Background: an optimization exercise with open tools, aiming at small area and a short achievable clock period. Do not read the settings as production practice.
Function was checked by simulation only, so behaviour that the tests miss may differ from the original.
Power and IR drop assume default switching activity.

Design latency_scoreboard, start of the top module:
module latency_scoreboard #(
   parameter int          HDR_WIDTH      = 24,
   parameter int          DATA_WIDTH     = 32,
   parameter int          NUM_SLOTS      = 8,
   parameter int          IN_DEPTH_LOG2  = 5,
   parameter int          IN_FULL_THRESH = 24,
   parameter int          Q_DEPTH_LOG2   = 3,
   parameter int          Q_FULL_THRESH  = 5,
   parameter logic [15:0] LFSR_SEED      = 16'hACE1
) (
   input  logic                           clk,
   input  logic                           rst,
   input  logic [HDR_WIDTH-1:0]           meta_i,
   input  logic [DATA_WIDTH-1:0]          data_i,
   input  logic                           write_en_i,
   output logic [HDR_WIDTH-1:0]           meta_o,
   output logic [DATA_WIDTH-1:0]          data_o,
   output logic [latsc_pkg::TID_WIDTH-1:0] tid_o,
   output logic                           valid_o,
   input  logic                           read_en_i,
   output logic                           empty_o,
   output logic                           full_o,
   output logic                           overflow_o,
   output logic                           underflow_o,
   output logic [31:0]                    count_o
);
export LEC_CHECK = 0
export CAP_MARGIN = 20
export CORE_MARGIN = 2
export CORE_UTILIZATION = 55
export CTS_CLUSTER_DIAMETER = 100
export CTS_CLUSTER_SIZE = 25
export PLACE_DENSITY = 0.7
export SLEW_MARGIN = 20
export SYNTH_HIERARCHICAL = 1
export SYNTH_MINIMUM_KEEP_SIZE = 0
create_clock -name core_clock -period 50.0 [get_ports {clk}]
run.sh (not shown) runs the stock make flow with config.mk's settings and CLKGATE_MAP_FILE= SYNTH_SCRIPT=/design/flow/synth_recipe.tcl, a recipe that flattens the netlist after the stock synthesis.
Change:
- CORE_UTILIZATION: 55 -> 40
- CTS_CLUSTER_DIAMETER: 100 -> not set
- CTS_CLUSTER_SIZE: 25 -> not set
- PLACE_DENSITY: 0.7 -> 0.6
The changed run went through all stages and came out clean.
Die area climbs by well over a third.
Synthesized cell count does not change.
Clock power climbs by well over a third.
Worst setup slack loses 0.053 ns.
Clock-buffer cell count climbs by 218.
Final cell count climbs by about a fifth.
Non-clock buffer count climbs by 3.
Register-to-register slack gains 0.19 ns.

run 1:
latency_scoreboard, a different RTL version from the one above (not shown whole).
For scale: ~6,900 cells after synthesis, ~3,100 flip-flops, ~170 I/O pins.
## latency_scoreboard
module latency_scoreboard #(
   parameter int          HDR_WIDTH      = 24,
   parameter int          DATA_WIDTH     = 32,
   parameter int          NUM_SLOTS      = 8,
   parameter int          IN_DEPTH_LOG2  = 5,
   parameter int          IN_FULL_THRESH = 24,
   parameter int          Q_DEPTH_LOG2   = 3,
   parameter int          Q_FULL_THRESH  = 5,
   parameter logic [15:0] LFSR_SEED      = 16'hACE1
) (
   input  logic                           clk,
   input  logic                           rst,
   input  logic [HDR_WIDTH-1:0]           meta_i,
   input  logic [DATA_WIDTH-1:0]          data_i,
   input  logic                           write_en_i,
   output logic [HDR_WIDTH-1:0]           meta_o,
   output logic [DATA_WIDTH-1:0]          data_o,
   output logic [latsc_pkg::TID_WIDTH-1:0] tid_o,
   output logic                           valid_o,
   input  logic                           read_en_i,
   output logic                           empty_o,
   output logic                           full_o,
   output logic                           overflow_o,
   output logic                           underflow_o,
   output logic [31:0]                    count_o
);
clock: 50.0 ns
lec_check: 0
cap_margin: 10
core_margin: 2
core_utilization: 58
cts_cluster_diameter: 100
cts_cluster_size: 25
place_density: 0.72
slew_margin: 10
synth_hierarchical: 1
synth_minimum_keep_size: 0
standard.sh (not shown) runs the stock make flow with config.mk's settings and CLKGATE_MAP_FILE= SYNTH_SCRIPT=/design/flow/synth_recipe.tcl, a recipe that flattens the netlist after the stock synthesis.
==> flow/flow/run.sh <==
#!/bin/bash
# Layout flow: the standard ORFS flow (standard.sh, from the standard
# synthesis to finish), with two changes:
#  - the port buffers that buffer_ports inserts at placement are
#    sky130_fd_sc_hd__buf_2 instead of the default cell, so the fixed I/O
#    delays are not lengthened by slow buffers;
#  - the timing repair after clock tree synthesis and after global routing
#    works with a setup margin, so that it also improves the I/O paths that
#    set the achieved period (the clock period itself is unchanged).
# ORFS writes each step's log under orfs/logs; make's own output goes to
# flow_make_*.log in the work folder.
set -euo pipefail
cd "$(dirname "$0")/.."
export BUFFER_PORTS_ARGS="-buffer_cell sky130_fd_sc_hd__buf_2"
bash standard.sh synth floorplan place > flow_make_1.log 2>&1
export SETUP_SLACK_MARGIN=38.7
bash standard.sh cts route finish > flow_make_2.log 2>&1
The following lists how run 2 was set up differently from run 1:
==> flow/flow/run.sh <==
#!/bin/bash
# Layout flow: the standard ORFS flow (standard.sh, all stages from the
# standard synthesis to finish), with one change: the port buffers that
# buffer_ports inserts at placement are sky130_fd_sc_hd__buf_2 instead of the
# default cell, so the fixed I/O delays are not lengthened by slow buffers.
# ORFS writes each step's log under orfs/logs; make's own output goes to
# flow_make.log in the work folder.
set -euo pipefail
cd "$(dirname "$0")/.."
export BUFFER_PORTS_ARGS="-buffer_cell sky130_fd_sc_hd__buf_2"
bash standard.sh finish > flow_make.log 2>&1
--- outcome ---
Design area: run 2 vs run 1 — no meaningful difference. Run 2: flow completed, timing, DRC and antenna clean. Per the comparison of run 2 with run 1, largest vdd supply drop went up; placement-stage cell area did not really move; simple-gate share of the synthesized area did not really move; wire length of the first global-routing pass did not really move. There was hardly any difference in fraction of power spent switching nets between run 2 and run 1.
The following lists how run 3 was set up differently from run 2:
diff --git a/flow/config.mk b/flow/config.mk
--- a/flow/config.mk
+++ b/flow/config.mk
@@ -10,5 +10,5 @@
 export CORE_UTILIZATION = 58
 export CTS_CLUSTER_DIAMETER = 100
-export CTS_CLUSTER_SIZE = 25
+export CTS_CLUSTER_SIZE = 28
 export PLACE_DENSITY = 0.72
 export SLEW_MARGIN = 10
==> run notes <==
Total CTS buffers of run 3 falls short of that of run 2 by a little under 10%.
Sort run 3 and run 2 by power asc -> top: run 3
The wire length in run 3 sits 1.3 mm below the value recorded for run 2.
Setup slack at placement came out exactly the same in run 3 and run 2.
Run 3 -> run 2: final period demand of the worst path flat
Run 3 vs run 2: final setup skew up in run 3
Changes observed in run 3 relative to run 2: maximum frequency saw little to no change; mean instance size in the synthesized netlist essentially unchanged.
Edits applied to the flow inputs when going from run 3 to run 4:
==> flow/flow/run.sh <==
#!/bin/bash
# Layout flow: the standard ORFS flow (standard.sh, all stages from the
# standard synthesis to finish), with one change: the port buffers that
# buffer_ports inserts at placement are sky130_fd_sc_hd__buf_4 instead of the
# default cell, so the fixed I/O delays are not lengthened by slow buffers.
# ORFS writes each step's log under orfs/logs; make's own output goes to
# flow_make.log in the work folder.
set -euo pipefail
cd "$(dirname "$0")/.."
export BUFFER_PORTS_ARGS="-buffer_cell sky130_fd_sc_hd__buf_4"
bash standard.sh finish > flow_make.log 2>&1
==> flow/config.mk <==
export PLATFORM = sky130hd
export DESIGN_NAME = latency_scoreboard
export DESIGN_NICKNAME = latency_scoreboard
export VERILOG_FILES = /design/flow/design.v
export SDC_FILE = /design/flow/constraint.sdc
export NUM_CORES = 4
export LEC_CHECK = 0
export CAP_MARGIN = 20
export CORE_MARGIN = 2
export CORE_UTILIZATION = 62
export CTS_CLUSTER_DIAMETER = 100
export CTS_CLUSTER_SIZE = 25
export PLACE_DENSITY = 0.75
export SLEW_MARGIN = 20
export SYNTH_HIERARCHICAL = 1
export SYNTH_MINIMUM_KEEP_SIZE = 0
Results
The area after detailed placement of run 3 and that of run 4 are within noise of each other. Buffering overhead up 0.27 points in run 4 wrt run 3. The run with more routed wire is run 3, not run 4. Measured against each other, run 4 and run 3 differ in summed area of non-filler cells in the final layout, the lower figure coming from run 3. For clock input transition at the sequential cells of the worst setup and hold paths, run 3 and run 4 come out practically identical. met1 routing resource usage after global routing up 2.8 points in run 4 wrt run 3.

-- port drivers added, routing unchanged --
In the flow no input, the clock included, has a driving cell. The finished layouts below were timed again as built, in two steps.
Step 1 sets driving cells, clkbuf_16 on the clock port and buf_2 on the other inputs (assumed; they add their load-dependent delay and slew).
Step 2 moves the port delays by t, midway between the first and last clock arrival at a register: inputs arrive t later, outputs are due t later. That takes back most of the time a late clock gives input paths.
a / b / c = ideal / step 1 / step 2; a / b = the first two.
run	t, ns	slack for setup (ns)	latest minus earliest clock arrival (ns)	slew at the worst register clock pin (ns)
the first run of note 1	0.941	38.221 / 38.127 / 37.887	0.055 / 0.055	0.11 / 0.11
the second run of note 1	0.966	38.169 / 38.063 / 37.601	0.085 / 0.085	0.07 / 0.07
run 1	0.952	38.632 / 38.531 / 38.374	0.039 / 0.039	0.10 / 0.10
run 2	0.952	38.630 / 38.529 / 38.376	0.039 / 0.039	0.10 / 0.10
run 3	0.921	38.630 / 38.542 / 38.394	0.059 / 0.060	0.11 / 0.11
run 4	0.933	38.450 / 38.360 / 37.823	0.059 / 0.059	0.11 / 0.11
After both steps every run listed still meets setup and hold. For run 4, which loses most, drivers alone change the setup slack by -0.090 ns; drivers and shift together by -0.627 ns.
